This design comes from an exercise in tuning for small area, a short achievable clock period and few clock cycles per item on the open sky130 flow, not from production work.
No functional check of the RTL was part of any run shown here.
Power and IR drop assume default switching activity.

<file path="design/flow/config.mk">
export PLATFORM = sky130hd
export DESIGN_NAME = rv_exec_top
export DESIGN_NICKNAME = rv_exec_top
export VERILOG_FILES = /design/flow/design.v
export SDC_FILE = /design/flow/constraint.sdc
export NUM_CORES = 4
export LEC_CHECK = 0
export CAP_MARGIN = 20
export CORE_MARGIN = 2
export CORE_UTILIZATION = 30
export PLACE_DENSITY = 0.4
export SLEW_MARGIN = 20
</file>
<file path="design/flow/constraint.sdc">
create_clock -name core_clock -period 10.0 [get_ports {clk}]
set_input_delay 2.0000 -clock core_clock [delete_from_list [all_inputs] [get_ports {clk}]]
set_output_delay 2.0000 -clock core_clock [all_outputs]
set_load 0.01 [all_outputs]
</file>
<file path="design/flow/design.v">
`timescale 1ns/100ps
`default_nettype none
package rv_pkg;
    localparam logic [4:0] OPC_OP_IMM = 5'b00100;
    localparam logic [4:0] OPC_AUIPC  = 5'b00101;
    localparam logic [4:0] OPC_OP     = 5'b01100;
    localparam logic [4:0] OPC_LUI    = 5'b01101;
    localparam logic [4:0] OPC_BRANCH = 5'b11000;
    localparam logic [4:0] OPC_JALR   = 5'b11001;
    localparam logic [4:0] OPC_JAL    = 5'b11011;
    localparam logic [1:0] TRAP_NONE       = 2'd0;
    localparam logic [1:0] TRAP_ILLEGAL    = 2'd1;
    localparam logic [1:0] TRAP_MISALIGNED = 2'd2;
    localparam logic [1:0] TRAP_BUS        = 2'd3;
    localparam logic [1:0] AXI_RESP_OKAY = 2'b00;
endpackage
`default_nettype wire
`timescale 1ns/100ps
`default_nettype none
import rv_pkg::*;
module instr_decoder (
    input  wire logic [31:0] inst,
    output logic             legal,
    output logic             is_op,       
    output logic             is_lui,
    output logic             is_auipc,
    output logic             is_jal,
    output logic             is_jalr,
    output logic             is_branch,
    output logic             sub_mode,    
    output logic             arith,       
    output logic [31:0]      imm_i,
    output logic [31:0]      imm_u
);
    logic [4:0] opcode;
    logic [2:0] funct3;
    logic [6:0] funct7;
    logic       f7_zero;
    logic       f7_alt;
    logic       is_op_imm;
    logic       op_ok;
    logic       op_imm_ok;
    assign opcode  = inst[6:2];
    assign funct3  = inst[14:12];
    assign funct7  = inst[31:25];
    assign f7_zero = (funct7 == 7'b0000000);
    assign f7_alt  = (funct7 == 7'b0100000);
    assign is_op     = (opcode == OPC_OP);
    assign is_op_imm = (opcode == OPC_OP_IMM);
    assign is_lui    = (opcode == OPC_LUI);
    assign is_auipc  = (opcode == OPC_AUIPC);
    assign is_jal    = (opcode == OPC_JAL);
    assign is_jalr   = (opcode == OPC_JALR);
    assign is_branch = (opcode == OPC_BRANCH);
    assign op_ok     = f7_zero | (f7_alt & (funct3 == 3'b000 || funct3 == 3'b101));
    assign op_imm_ok = (funct3 == 3'b001) ? f7_zero :
                       (funct3 == 3'b101) ? (f7_zero | f7_alt) : 1'b1;
    assign legal = (inst[1:0] == 2'b11) &&
                   ((is_op & op_ok) | (is_op_imm & op_imm_ok) | is_lui | is_auipc | is_jal |
                    (is_jalr & (funct3 == 3'b000)) |
                    (is_branch & (funct3[2:1] != 2'b01)));
    assign sub_mode = is_branch | ((is_op | is_op_imm) & (funct3[2:1] == 2'b01)) |
                      (is_op & (funct3 == 3'b000) & inst[30]);
    assign arith    = inst[30];
    assign imm_i = {{20{inst[31]}}, inst[31:20]};
    assign imm_u = {inst[31:12], 12'b0};
endmodule
`default_nettype wire
`timescale 1ns/100ps
`default_nettype none
module alu (
    input  wire logic [31:0] a,
    input  wire logic [31:0] b,
    input  wire logic [2:0]  funct3,
    input  wire logic        sub_mode,
    input  wire logic        arith,
    output logic [31:0]      sum,
    output logic [31:0]      result,
    output logic             branch_taken
);
    logic [32:0] add;
    logic        lt_u;
    logic        lt_s;
    logic        eq;
    logic        left;
    logic [31:0] sh_in;
    logic [31:0] sh_out;
    logic [31:0] sh_rev;
    assign add  = {1'b0, a} + {1'b0, b ^ {32{sub_mode}}} + {32'b0, sub_mode};
    assign sum  = add[31:0];
    assign lt_u = ~add[32];
    assign lt_s = (a[31] ^ b[31]) ? a[31] : add[31];
    assign eq   = (a == b);
    assign left = (funct3 == 3'b001);
    always_comb begin
        for (int i = 0; i < 32; i++)
            sh_in[i] = left ? a[31 - i] : a[i];
    end
    assign sh_out = $unsigned($signed({arith & ~left & a[31], sh_in}) >>> b[4:0]);
    always_comb begin
        for (int i = 0; i < 32; i++)
            sh_rev[i] = sh_out[31 - i];
    end
    always_comb begin
        case (funct3)
            3'b000:  result = sum;
            3'b001:  result = sh_rev;
            3'b010:  result = {31'b0, lt_s};
            3'b011:  result = {31'b0, lt_u};
            3'b100:  result = a ^ b;
            3'b101:  result = sh_out;
            3'b110:  result = a | b;
            default: result = a & b;
        endcase
    end
    assign branch_taken = funct3[0] ^ (funct3[2] ? (funct3[1] ? lt_u : lt_s) : eq);
endmodule
`default_nettype wire
`timescale 1ns/100ps
`default_nettype none
module reg_file (
    input  wire logic        clk,
    input  wire logic        rst_n,
    input  wire logic [4:0]  rs1,
    input  wire logic [4:0]  rs2,
    output logic [31:0]      rs1_data,
    output logic [31:0]      rs2_data,
    input  wire logic        we,
    input  wire logic [4:0]  rd,
    input  wire logic [31:0] wdata
);
    logic [31:0] regs [1:31];
    logic [31:1] valid;
    always_ff @(posedge clk or negedge rst_n) begin
        if (!rst_n)
            valid <= '0;
        else if (we && rd != 5'd0)
            valid[rd] <= 1'b1;
    end
    for (genvar i = 1; i < 32; i++) begin : g_reg
        always_ff @(posedge clk) begin
            if (we && rd == i)
                regs[i] <= wdata;
        end
    end
    always_comb begin
        rs1_data = '0;
        rs2_data = '0;
        for (int i = 1; i < 32; i++) begin
            rs1_data = rs1_data | (regs[i] & {32{valid[i] && rs1 == i}});
            rs2_data = rs2_data | (regs[i] & {32{valid[i] && rs2 == i}});
        end
    end
endmodule
`default_nettype wire
`timescale 1ns/100ps
`default_nettype none
import rv_pkg::*;
module pc_unit (
    input  wire logic [31:2] pc,       
    input  wire logic [31:2] next_seq,  
    input  wire logic [31:0] inst,
    output logic [31:2]      predicted
);
    logic [31:0] imm;
    logic        jump;
    assign jump = (inst[6:2] == OPC_JAL);
    assign imm  = jump ? {{12{inst[31]}}, inst[19:12], inst[20], inst[30:21], 1'b0}
                       : {{20{inst[31]}}, inst[7], inst[30:25], inst[11:8], 1'b0};
    assign predicted = (jump || inst[6:2] == OPC_BRANCH) ? pc + imm[31:2] : next_seq;
endmodule
`default_nettype wire
`timescale 1ns/100ps
`default_nettype none
import rv_pkg::*;
module core_ctrl #(
    parameter logic [31:0] reset_pc = 32'h0000_0000
) (
    input  wire logic        clk,
    input  wire logic        rst_n,
    output logic             arvalid,
    input  wire logic        arready,
    output logic [31:2]      ar_addr,
    input  wire logic        rvalid,
    output logic             rready,
    input  wire logic [1:0]  rresp,
    input  wire logic [31:2] predicted,   
    output logic [31:2]      pc,          
    output logic             execute,     
    input  wire logic        commit,
    input  wire logic        redirect,    
    input  wire logic [31:2] redirect_pc,
    input  wire logic        trap,        
    input  wire logic [1:0]  cause,
    output logic             halted,
    output logic [1:0]       trap_cause
);
    logic drop;       
    logic refetch;    
    logic ar_free;
    logic decode;     
    logic bus_err;
    logic stop;
    assign rready  = 1'b1;
    assign ar_free = !arvalid || arready;
    assign halted  = (trap_cause != TRAP_NONE);
    assign decode  = !execute && rvalid && !drop && !halted;
    assign bus_err = decode && rresp != AXI_RESP_OKAY;
    assign stop    = halted || trap || bus_err;
    always_ff @(posedge clk or negedge rst_n) begin
        if (!rst_n) begin
            arvalid    <= 1'b1;
            ar_addr    <= reset_pc[31:2];
            pc         <= reset_pc[31:2];
            execute    <= 1'b0;
            drop       <= 1'b0;
            refetch    <= 1'b0;
            trap_cause <= TRAP_NONE;
        end else begin
            execute <= decode && !bus_err;
            if (redirect)
                drop <= 1'b1;
            else if (rvalid)
                drop <= 1'b0;
            if (ar_free) begin
                arvalid <= !stop && (decode || redirect || refetch);
                refetch <= 1'b0;
                if (decode)
                    ar_addr <= predicted;
                else if (redirect)
                    ar_addr <= redirect_pc;
                else if (refetch)
                    ar_addr <= pc;
            end else if (redirect) begin
                refetch <= 1'b1;
            end
            if (commit)
                pc <= redirect ? redirect_pc : ar_addr;
            if (bus_err)
                trap_cause <= TRAP_BUS;
            else if (trap)
                trap_cause <= cause;
        end
    end
endmodule
`default_nettype wire
`timescale 1ns/100ps
`default_nettype none
import rv_pkg::*;
module rv_exec_top #(
    parameter logic [31:0] reset_pc = 32'h0000_0000
) (
    input  wire logic           clk,
    input  wire logic           rst_n,
    output logic                arvalid,
    input  wire logic           arready,
    output logic [31:0]         araddr,
    output logic [2:0]          arprot,
    input  wire logic           rvalid,
    output logic                rready,
    input  wire logic [31:0]    rdata,
    input  wire logic [1:0]     rresp,
    output logic                retire_valid,
    output logic [31:0]         retire_pc,
    output logic [4:0]          retire_rd,
    output logic [31:0]         retire_wdata,
    output logic                halted,
    output logic [1:0]          trap_cause,
    output logic [31:0]         trap_pc
);
    logic [31:2] ar_addr;
    logic [31:2] pc;
    logic [31:2] link;
    logic [31:2] predicted;
    logic        execute;
    logic [31:0] rs1_data;
    logic [31:0] rs2_data;
    logic        reg_b;
    logic [31:0] inst;
    logic [31:0] a;
    logic [31:0] b;
    logic        legal;
    logic        is_op;
    logic        is_lui;
    logic        is_auipc;
    logic        is_jal;
    logic        is_jalr;
    logic        is_branch;
    logic        sub_mode;
    logic        arith;
    logic [31:0] imm_i;
    logic [31:0] imm_u;
    logic [31:0] sum;
    logic [31:0] alu_result;
    logic        branch_taken;
    logic        jal_mis;
    logic        jalr_mis;
    logic        misaligned;
    logic        ok;
    logic        commit;
    logic        trap;
    logic        redirect;
    logic [4:0]  rd;
    logic        rd_nz;
    logic        we;
    logic [31:0] wdata;
    assign araddr  = {ar_addr, 2'b00};
    assign arprot  = 3'b100;  
    assign trap_pc = {pc, 2'b00};  
    assign link    = pc + 30'd1;
    pc_unit pc_unit_inst (
        .pc        (pc),
        .next_seq  (link),
        .inst      (rdata),
        .predicted (predicted)
    );
    reg_file reg_file_inst (
        .clk      (clk),
        .rst_n    (rst_n),
        .rs1      (rdata[19:15]),
        .rs2      (rdata[24:20]),
        .rs1_data (rs1_data),
        .rs2_data (rs2_data),
        .we       (we),
        .rd       (rd),
        .wdata    (wdata)
    );
    assign reg_b = (rdata[6:2] == OPC_OP) || (rdata[6:2] == OPC_BRANCH);
    always_ff @(posedge clk) begin
        inst <= rdata;
        a    <= rs1_data;
        b    <= reg_b ? rs2_data : {{20{rdata[31]}}, rdata[31:20]};
    end
    instr_decoder instr_decoder_inst (
        .inst      (inst),
        .legal     (legal),
        .is_op     (is_op),
        .is_lui    (is_lui),
        .is_auipc  (is_auipc),
        .is_jal    (is_jal),
        .is_jalr   (is_jalr),
        .is_branch (is_branch),
        .sub_mode  (sub_mode),
        .arith     (arith),
        .imm_i     (imm_i),
        .imm_u     (imm_u)
    );
    alu alu_inst (
        .a            (a),
        .b            (b),
        .funct3       (inst[14:12]),
        .sub_mode     (sub_mode),
        .arith        (arith),
        .sum          (sum),
        .result       (alu_result),
        .branch_taken (branch_taken)
    );
    assign rd       = inst[11:7];
    assign jal_mis  = is_jal & inst[21];
    assign jalr_mis = is_jalr & (a[1] ^ inst[21] ^ (a[0] & inst[20]));
    assign misaligned = jal_mis | jalr_mis | (is_branch & branch_taken & inst[8]);
    assign ok       = execute && legal;
    assign commit   = ok && !misaligned;
    assign trap     = execute && (!legal || misaligned);
    assign redirect = ok && ((is_branch && !branch_taken) || (is_jalr && !jalr_mis));
    assign rd_nz    = !is_branch && rd != 5'd0;
    assign we       = ok && rd_nz && !jal_mis && !jalr_mis;
    always_comb begin
        if (is_lui)
            wdata = imm_u;
        else if (is_auipc)
            wdata = {pc[31:12] + inst[31:12], pc[11:2], 2'b00};
        else if (is_jal || is_jalr)
            wdata = {link, 2'b00};
        else
            wdata = alu_result;
    end
    core_ctrl #(
        .reset_pc (reset_pc)
    ) core_ctrl_inst (
        .clk         (clk),
        .rst_n       (rst_n),
        .arvalid     (arvalid),
        .arready     (arready),
        .ar_addr     (ar_addr),
        .rvalid      (rvalid),
        .rready      (rready),
        .rresp       (rresp),
        .predicted   (predicted),
        .pc          (pc),
        .execute     (execute),
        .commit      (commit),
        .redirect    (redirect),
        .redirect_pc (is_jalr ? sum[31:2] : link),
        .trap        (trap),
        .cause       (legal ? TRAP_MISALIGNED : TRAP_ILLEGAL),
        .halted      (halted),
        .trap_cause  (trap_cause)
    );
    always_ff @(posedge clk or negedge rst_n) begin
        if (!rst_n)
            retire_valid <= 1'b0;
        else
            retire_valid <= commit;
    end
    always_ff @(posedge clk) begin
        retire_pc    <= {pc, 2'b00};
        retire_rd    <= rd_nz ? rd : 5'd0;
        retire_wdata <= rd_nz ? wdata : 32'b0;
    end
endmodule
`default_nettype wire
</file>
<file path="design/flow/run.sh">
#!/bin/bash
# synth_recipe.tcl (not shown) runs the flow's synth.tcl, then flattens the netlist and writes it again
# the make line also repeats each setting of config.mk as NAME=value (left out here)
make -C /OpenROAD-flow-scripts/flow DESIGN_CONFIG=/design/flow/config.mk WORK_HOME=/design/flow/orfs CLKGATE_MAP_FILE= SYNTH_SCRIPT=/design/flow/synth_recipe.tcl finish
</file>
==> impl_metrics.py, run 1 <==
metrics = {
    "detailed_routing": {
        "dr_total_vias": 52893,
        "avgViaCountPerCell": 6.640,
        "routedWlPerCell_um": 44.14,
        "drt_iter0_drc": 9059,
        "drc": 0,
        "wl_mm": 351.6,
        "postRouteAntennaNets": 0,
        "drtPass1Iterations": 9,
    },
    "power": {
        "irDropWorstVdd_mv": 0.2024,
        "power_density_mw_per_mm2": 169.8,
        "p_leak_nw": 23.98,
    },
    "clock_tree": {
        "cts_buffers": 147,
        "cts_setup_buffers": 0,
        "cts_hold_buf": 0,
        "clockBufferDepth": 3,
        "cts-root-buf": "clkbuf_16",
        "clkTransAtPathRegs_ns": 0.06,
        "cts-htree-levels": 4,
        "tritoncts": "yes",
        "worstSkewPairLatency_ns": 0.85,
        "clock-sinks": 1253,
        "ctsResizeCount": 0,
    },
    "floorplanning": {
        "die_h_um": 454.3,
        "die_x_um": 454.3,
        "fp-row-count": 165,
        "io_pins": 180,
        "start_util": 0.3013,
        "core_mm2": 0.2019,
        "die_area_mm2": 0.2064,
    },
    "final_layout": {
        "seqCellArea_mm2": 0.03551,
        "multi_input_area_mm2": 0.02378,
        "final_core_util": 0.3539,
        "drive_gt1_frac": 0.1264,
        "area_growth_pct": 17.47,
        "fin_cells": 7966,
        "fillerInstances": 19822,
        "fin_nets": 5355,
    },
    "timing": {
        "final_max_slew_viol_count": 0,
        "skew_ns": 0.05476,
        "hold-worst-slack_ns": 0.4786,
        "layout_min_cycle_time_ns": 6.863,
        "finalHoldViolations": 0,
        "setup_ws_ns": 3.137,
        "finalCritPeriodShare": 0.6863,
        "max_freq_ghz": 0.1457,
        "setup_tns_ns": 0,
        "max_slew_margin": 0.05914,
        "rsz0062_at_grt": "false",
        "setup_viol": 0,
        "tightest_slew_ns": 1.401,
    },
    "grt": {
        "grt_pass1_vias": 49843,
        "grt-ovfl-total": 0,
        "antenna_found_initial": 26,
        "grt_util_all_layers": 0.3315,
        "grt_pass1_wl_mm": 462.5,
        "grt_max_degree": 68,
    },
    "logic_synthesis": {
        "synth_seq_cells": 1253,
        "yosysUniqueCellTypes": 95,
        "synth-edff-count": 992,
        "synth-main-ff-cell": "edfxtp_1",
        "yosys.cell_count.top_type": "edfxtp_1",
        "syn_area_per_cell_um2": 12.12,
        "synthArstFlopShare": 0.07821,
        "synth_top_family_by_area": "compound AO/OA/AOI/OAI gates",
        "yosysSeqAreaShare": 0.5837,
        "synth-compound-area-share": 0.2113,
        "synth_top_area_frac": 0.4897,
        "synth_area_leaders": "edfxtp_1 (49%), a22oi_1 (5.6%), dfxtp_1 (5.4%)",
        "synth-simple-area-share": 0.09238,
        "synth_commonest_cells": "edfxtp_1 (992), a22oi_1 (452), clkbuf_1 (329)",
        "synthXorXnorAreaFrac": 0.01913,
        "syn-cell-area_mm2": 0.06083,
        "synthAdderAreaFrac": 0.03308,
        "syn_inst": 5020,
        "yosys_warnings": 5,
        "synth.largest_area_cell": "edfxtp_1",
        "muxShareOfSynthArea": 0.02717,
    },
    "setup_path": {
        "path_max_fanout": 46,
        "crit_required_ns": 10.72,
        "start_kind": "register",
        "end_kind": "register",
        "path_class": "register to register",
        "arrival_ns": 7.58,
    },
    "placement": {
        "gp_congestion": 0.9369,
        "dp_cells": 7681,
        "dp_hpwl_mm": 215.3,
        "detailedPlace.worstSlack_ns": 2.990,
        "port_buffers": 169,
    },
    "run": {
        "maxCapViolCount": 0,
    },
    "outcome": {
        "status": "finished clean",
    },
    "worst_hold_path": {
        "min_path_type": "register to register",
    },
}
-- report_power, final --
part           internal (mW)  switching (mW)
Combinational          0.212           0.553
Clock                   3.17            2.42
Sequential              5.74          0.0368
Total                   9.12            3.01
-- placed cells by master (no fill, tap or decap), types with 20 or more instances in the layout --
master             n
a211oi_1          59
a21o_1            52
a21oi_1          221
a221oi_1         255
a222oi_1          32
a22o_1           247
a22oi_1          451
a31oi_1           29
and2_1            46
and3_1            26
and3_2            63
buf_4            211
clkbuf_1          26
clkbuf_16        148
clkdlybuf4s50_1  168
clkinv_2          34
dfrtp_1           97
dfxtp_1          159
edfxtp_1         992
ha_1             156
inv_1            104
mux2i_1           67
mux4_2            35
nand2_1          224
nand3_1          196
nand4_1           91
nor2_1           205
nor2b_1           24
nor3_1            63
nor4_1            21
o211ai_1          34
o21a_1            24
o21ai_0          147
o21bai_1          20
o31ai_1           21
or4_1             34
xnor2_1           90
xor2_1            41
-- logic make-up after synthesis --
family,after synthesis
compound gates,1731
simple gates,1111
xor+xnor,132
fa+ha+maj,159
flops,1253
other cells,2
mux,119
buf+inv,513
-- worst paths after layout --
| check | from | to | slack (ns) | cells after the start |
|---|---|---|---|---|
| setup / recovery | inst[13] | core_ctrl_inst.pc[2] | 3.14 | 19 |
| hold / removal | reg_file_inst.valid[7] | reg_file_inst.valid[7] | 0.48 | 1 |
| setup reg to reg | inst[13] | core_ctrl_inst.pc[2] | 3.14 | 19 |
| hold reg to reg | reg_file_inst.valid[7] | reg_file_inst.valid[7] | 0.48 | 1 |
| max in group asynchronous | rst_n | reg_file_inst.valid[14] | 7.52 | 2 |
| min in group asynchronous | rst_n | core_ctrl_inst.pc[31] | 1.15 | 1 |
-- final cells by class --
class / instances / share of cell area
clock inverter: 89 / 0.01420
inverter: 108 / 0.005673
antenna: 10 / 0.0003502
tap: 2672 / 0.04679
sequential: 1253 / 0.4970
clock buffer: 186 / 0.05551
multi-input combinational: 3262 / 0.3327
timing repair buffer: 386 / 0.04777
-- state kept, by name, summed over array words and instances (netlist names), 31 cells and up --
| signal | count |
|---|---|
| reg_file_inst.regs | 992 |
| a | 32 |
| reg_file_inst.valid | 31 |
| b | 32 |
| inst | 32 |
| retire_wdata | 32 |
-- critical path: stages (launching register included) --
cell and delay, ns:
dfxtp_2 0.31, inv_1 0.70, a211oi_2 0.25, nor2_4 0.13
buf_4 0.50, xnor2_1 0.13, ha_1 0.37, nor2b_1 0.19
o31ai_1 0.39, a21o_1 0.23, a21oi_1 0.11, o21ai_1 0.29
nand3_1 0.14, a211oi_1 0.80, nand3_1 0.22, a211oi_1 0.45
nand2b_2 0.86, inv_2 0.37, o21ai_0 0.17, o2bb2ai_1 0.13
-- per-layer routing --
layer	vias up	global-route usage	part of all wire
met5	-	0	0.00024
met4	12	0.1916	0.070
met3	1159	0.07969	0.11
met2	4279	0.5115	0.44
met1	26978	0.4236	0.38
li1	20465	-	-
-- metrics by stage --
| step | area [um^2] | power, mW |
|---|---|---|
| floorplan | 60860 | 6.247 |
| global placement | 66380 | 6.641 |
| detailed placement | 66440 | 6.639 |
| CTS | 71420 | 12.20 |
| global route | 71430 | 12.45 |
| finish | 71450 | 12.13 |
==> inputs of run 2 (changes only) <==
--- a/design/flow/config.mk
+++ b/design/flow/config.mk
@@ -5,8 +5,10 @@
 export SDC_FILE = /design/flow/constraint.sdc
 export NUM_CORES = 4
 export LEC_CHECK = 0
+export ABC_CLOCK_PERIOD_IN_PS = 4000
 export CAP_MARGIN = 20
 export CORE_MARGIN = 2
 export CORE_UTILIZATION = 30
 export PLACE_DENSITY = 0.4
+export SETUP_SLACK_MARGIN = 5
 export SLEW_MARGIN = 20
==> run 2 against run 1 <==
Net effect: now fails the layout checks on capacitance limit, slew limit; first-iteration DRC count rose by 5.3%; register-to-register slack improved by 1.8 ns; critical path depth fell by 12; sequential share of layout area fell by 1.8 points; critical path type is now input pin to register.
==> impl_metrics.py, run 2 <==
metrics = {
    "outcome": {
        "status": "complete, but fails checks",
        "failed_checks": "capacitance limit, slew limit",
    },
    "logic_synthesis": {
        "muxShareOfSynthArea": 0.02717,
        "synth-simple-area-share": 0.09238,
        "synth_top_area_frac": 0.4897,
        "synthArstFlopShare": 0.07821,
        "synthAdderAreaFrac": 0.03308,
        "synth_seq_cells": 1253,
        "synth-compound-area-share": 0.2113,
        "syn_area_per_cell_um2": 12.12,
        "syn_inst": 5020,
        "synth-main-ff-cell": "edfxtp_1",
        "synth_top_family_by_area": "compound AO/OA/AOI/OAI gates",
        "yosys.cell_count.top_type": "edfxtp_1",
        "syn-cell-area_mm2": 0.06083,
        "yosysSeqAreaShare": 0.5837,
        "synth-edff-count": 992,
        "synth_area_leaders": "edfxtp_1 (49%), a22oi_1 (5.6%), dfxtp_1 (5.4%)",
        "synth.largest_area_cell": "edfxtp_1",
        "yosysUniqueCellTypes": 95,
        "yosys_warnings": 5,
        "synth_commonest_cells": "edfxtp_1 (992), a22oi_1 (452), clkbuf_1 (329)",
        "synthXorXnorAreaFrac": 0.01913,
    },
    "timing": {
        "max_freq_ghz": 0.1937,
        "layout_min_cycle_time_ns": 5.163,
        "skew_ns": 0.04564,
        "finalCritPeriodShare": 0.5163,
        "hold-worst-slack_ns": 0.4961,
        "setup_viol": 0,
        "max_slew_margin": -0.6899,
        "rsz0062_at_grt": "true",
        "tightest_slew_ns": 2.508,
        "setup_tns_ns": 0,
        "finalHoldViolations": 0,
        "setup_ws_ns": 4.837,
        "final_max_slew_viol_count": 7,
    },
    "final_layout": {
        "regMostFlops": "reg_file_inst.regs",
        "area_growth_pct": 21.88,
        "final_common_cell": "edfxtp_1",
        "drive_gt1_frac": 0.1761,
        "final_core_util": 0.3672,
        "fin_nets": 5491,
        "fin_cells": 8102,
        "final_cell_mix": "edfxtp_1 (992), a22oi_1 (450), buf_4 (291)",
        "fillerInstances": 19613,
        "design_area_mm2": 0.07414,
        "largest_register_ff_count": 992,
    },
    "floorplanning": {
        "die_x_um": 454.3,
        "io_pins": 180,
        "fp-row-count": 165,
        "core_mm2": 0.2019,
        "die_h_um": 454.3,
        "die_area_mm2": 0.2064,
        "start_util": 0.3013,
    },
    "detailed_routing": {
        "avgViaCountPerCell": 6.736,
        "drt_iter0_drc": 9536,
        "routedWlPerCell_um": 45.13,
        "dr_total_vias": 54572,
        "drtPass1Iterations": 9,
        "drc": 0,
        "postRouteAntennaNets": 0,
        "wl_mm": 365.6,
    },
    "worst_hold_path": {
        "hold_depth": 1,
        "hold_start": "reg_file_inst.valid[12]",
        "holdPathEnd": "reg_file_inst.valid[12]",
        "min_path_type": "register to register",
    },
    "clock_tree": {
        "worstSkewPairLatency_ns": 0.85,
        "cts_buffers": 147,
        "clock-sinks": 1253,
        "clkTransAtPathRegs_ns": 0.06,
        "tritoncts": "yes",
        "cts-htree-levels": 4,
        "cts-root-buf": "clkbuf_16",
        "cts_hold_buf": 0,
        "clockBufferDepth": 3,
    },
    "placement": {
        "gp_congestion": 0.9442,
        "detailedPlace.worstSlack_ns": 2.292,
        "dp_hpwl_mm": 216.3,
        "dp_cells": 7679,
        "dpl-instance-area_mm2": 0.06641,
        "port_buffers": 169,
    },
    "power": {
        "p_leak_nw": 25.09,
        "finalPower_mw": 12.46,
        "power_density_mw_per_mm2": 168.1,
        "irDropWorstVdd_mv": 0.1882,
    },
    "setup_path": {
        "rr_worst_depth": 22,
        "path_class": "input pin to register",
        "rrSetupSlack_ns": 4.95,
        "cpPeakStageDelay_ns": 0.86,
        "start_kind": "input pin",
        "crit_chain": "clkdlybuf4s50_1 -> nor3b_1 -> and3_2 -> buf_4 -> a22oi_1 -> nand3_1 -> or4_1",
        "end_kind": "register",
        "crit_required_ns": 10.65,
        "r2r_start": "inst[3]",
        "regToRegEndpoint": "core_ctrl_inst.ar_addr[20]",
        "crit_path_top_delay_cell": "clkdlybuf4s50_1",
        "arrival_ns": 5.81,
        "path_max_fanout": 22,
    },
    "grt": {
        "grt-ovfl-total": 0,
        "grt_max_degree": 70,
        "grt_util_all_layers": 0.3386,
        "antenna_found_initial": 34,
        "grt_pass1_wl_mm": 472.1,
        "grt_pass1_vias": 50843,
    },
    "run": {
        "maxCapViolCount": 3,
    },
}
==> run 2: changes by cell type in the layout (fill, tap and decap cells not counted), sizes merged, moves of 3 or more <==
cell,delta
buf,+120
bufinv,+7
clkbuf,+12
clkdlybuf4s50,-8
clkinv,-12
diode,+4
dlygate4sd2,+3
==> run 2: worst max path at each step <==
stage	start	end	slack, ns	cells after the start
2_1_floorplan	rdata[4]	core_ctrl_inst.ar_addr[30]	4.84	17
3_3_place_gp	inst[13]	core_ctrl_inst.ar_addr[19]	2.48	19
3_5_place_dp	inst[13]	core_ctrl_inst.ar_addr[20]	2.29	20
4_1_cts	inst[6]	core_ctrl_inst.ar_addr[20]	4.99	19
5_1_grt	inst[2]	reg_file_inst.regs[25][21]	4.81	20
6_report	rdata[18]	a[18]	4.84	7
==> run 2: area by class of cell <==
class                      count  area (um^2)  share of cell area
tap                         2672         3343             0.04509
clock inverter                83         1082             0.01460
multi-input combinational   3273        24970              0.3368
sequential                  1253        35520              0.4792
clock buffer                 188         4036             0.05444
timing repair buffer         511         4741             0.06395
inverter                     108        409.1            0.005519
antenna                       14        35.03           0.0004725
==> run 2: where the power goes <==
part | internal (mW) | switching (mW)
Sequential | 5.74 | 0.0390
Combinational | 0.266 | 0.604
Clock | 3.37 | 2.44
==> run 2: cells by family after synthesis <==
group | after synthesis
compound gates | 1731
simple gates | 1111
other cells | 2
fa+ha+maj | 159
flops | 1253
mux | 119
xor+xnor | 132
buf+inv | 513
==> run 2: repair_timing <==
action	4_1_cts	5_1_grt
setup endpoints to repair	1273	832
gates resized for setup	117	178
gates cloned	5	13
buffers inserted	57	61
pin swaps	48	78
==> run 2: critical path, delay by kind of cell <==
kind | cells | cell delay, ns
and+or+nand+nor | 4 | 1.91
AOI/OAI and AO/OA | 1 | 0.20
buffers and inverters | 2 | 1.53
==> run 2: routing by layer <==
metal / up-vias / share of wire / track usage
li1: 20759 / - / -
met1: 28029 / 0.38 / 0.4283
met2: 4495 / 0.44 / 0.5242
met3: 1269 / 0.11 / 0.08736
met4: 20 / 0.069 / 0.1931
met5: - / 0.00094 / 0

afterwards: timing with drivers on the ports:
The results above use ideal ports. As a check the final layouts listed here were re-extracted and re-timed, cells and wires unchanged. Step 1 sets driving cells, clkbuf_16 on the clock port and buf_2 on the other inputs (assumed; they add their load-dependent delay and slew). Step 2, shift: input delay + t, output delay - t, t = (earliest + latest rising clock arrival at the registers) / 2. This alone moves slack from input paths to output paths. Three values: ideal, step 1, step 2; two values: the first two.
run	t (ns)	slack for setup (ns)	hold WS [ns]	worst setup path after step 2
run 1	0.909	3.137 / 3.137 / 2.893	0.479 / 0.479 / 0.479	input to register
run 2	0.909	4.837 / 4.881 / 3.973	0.496 / 0.496 / 0.496	input to register
For run 2, which loses most, drivers alone change the setup slack by +0.044 ns; drivers and shift together by -0.864 ns.
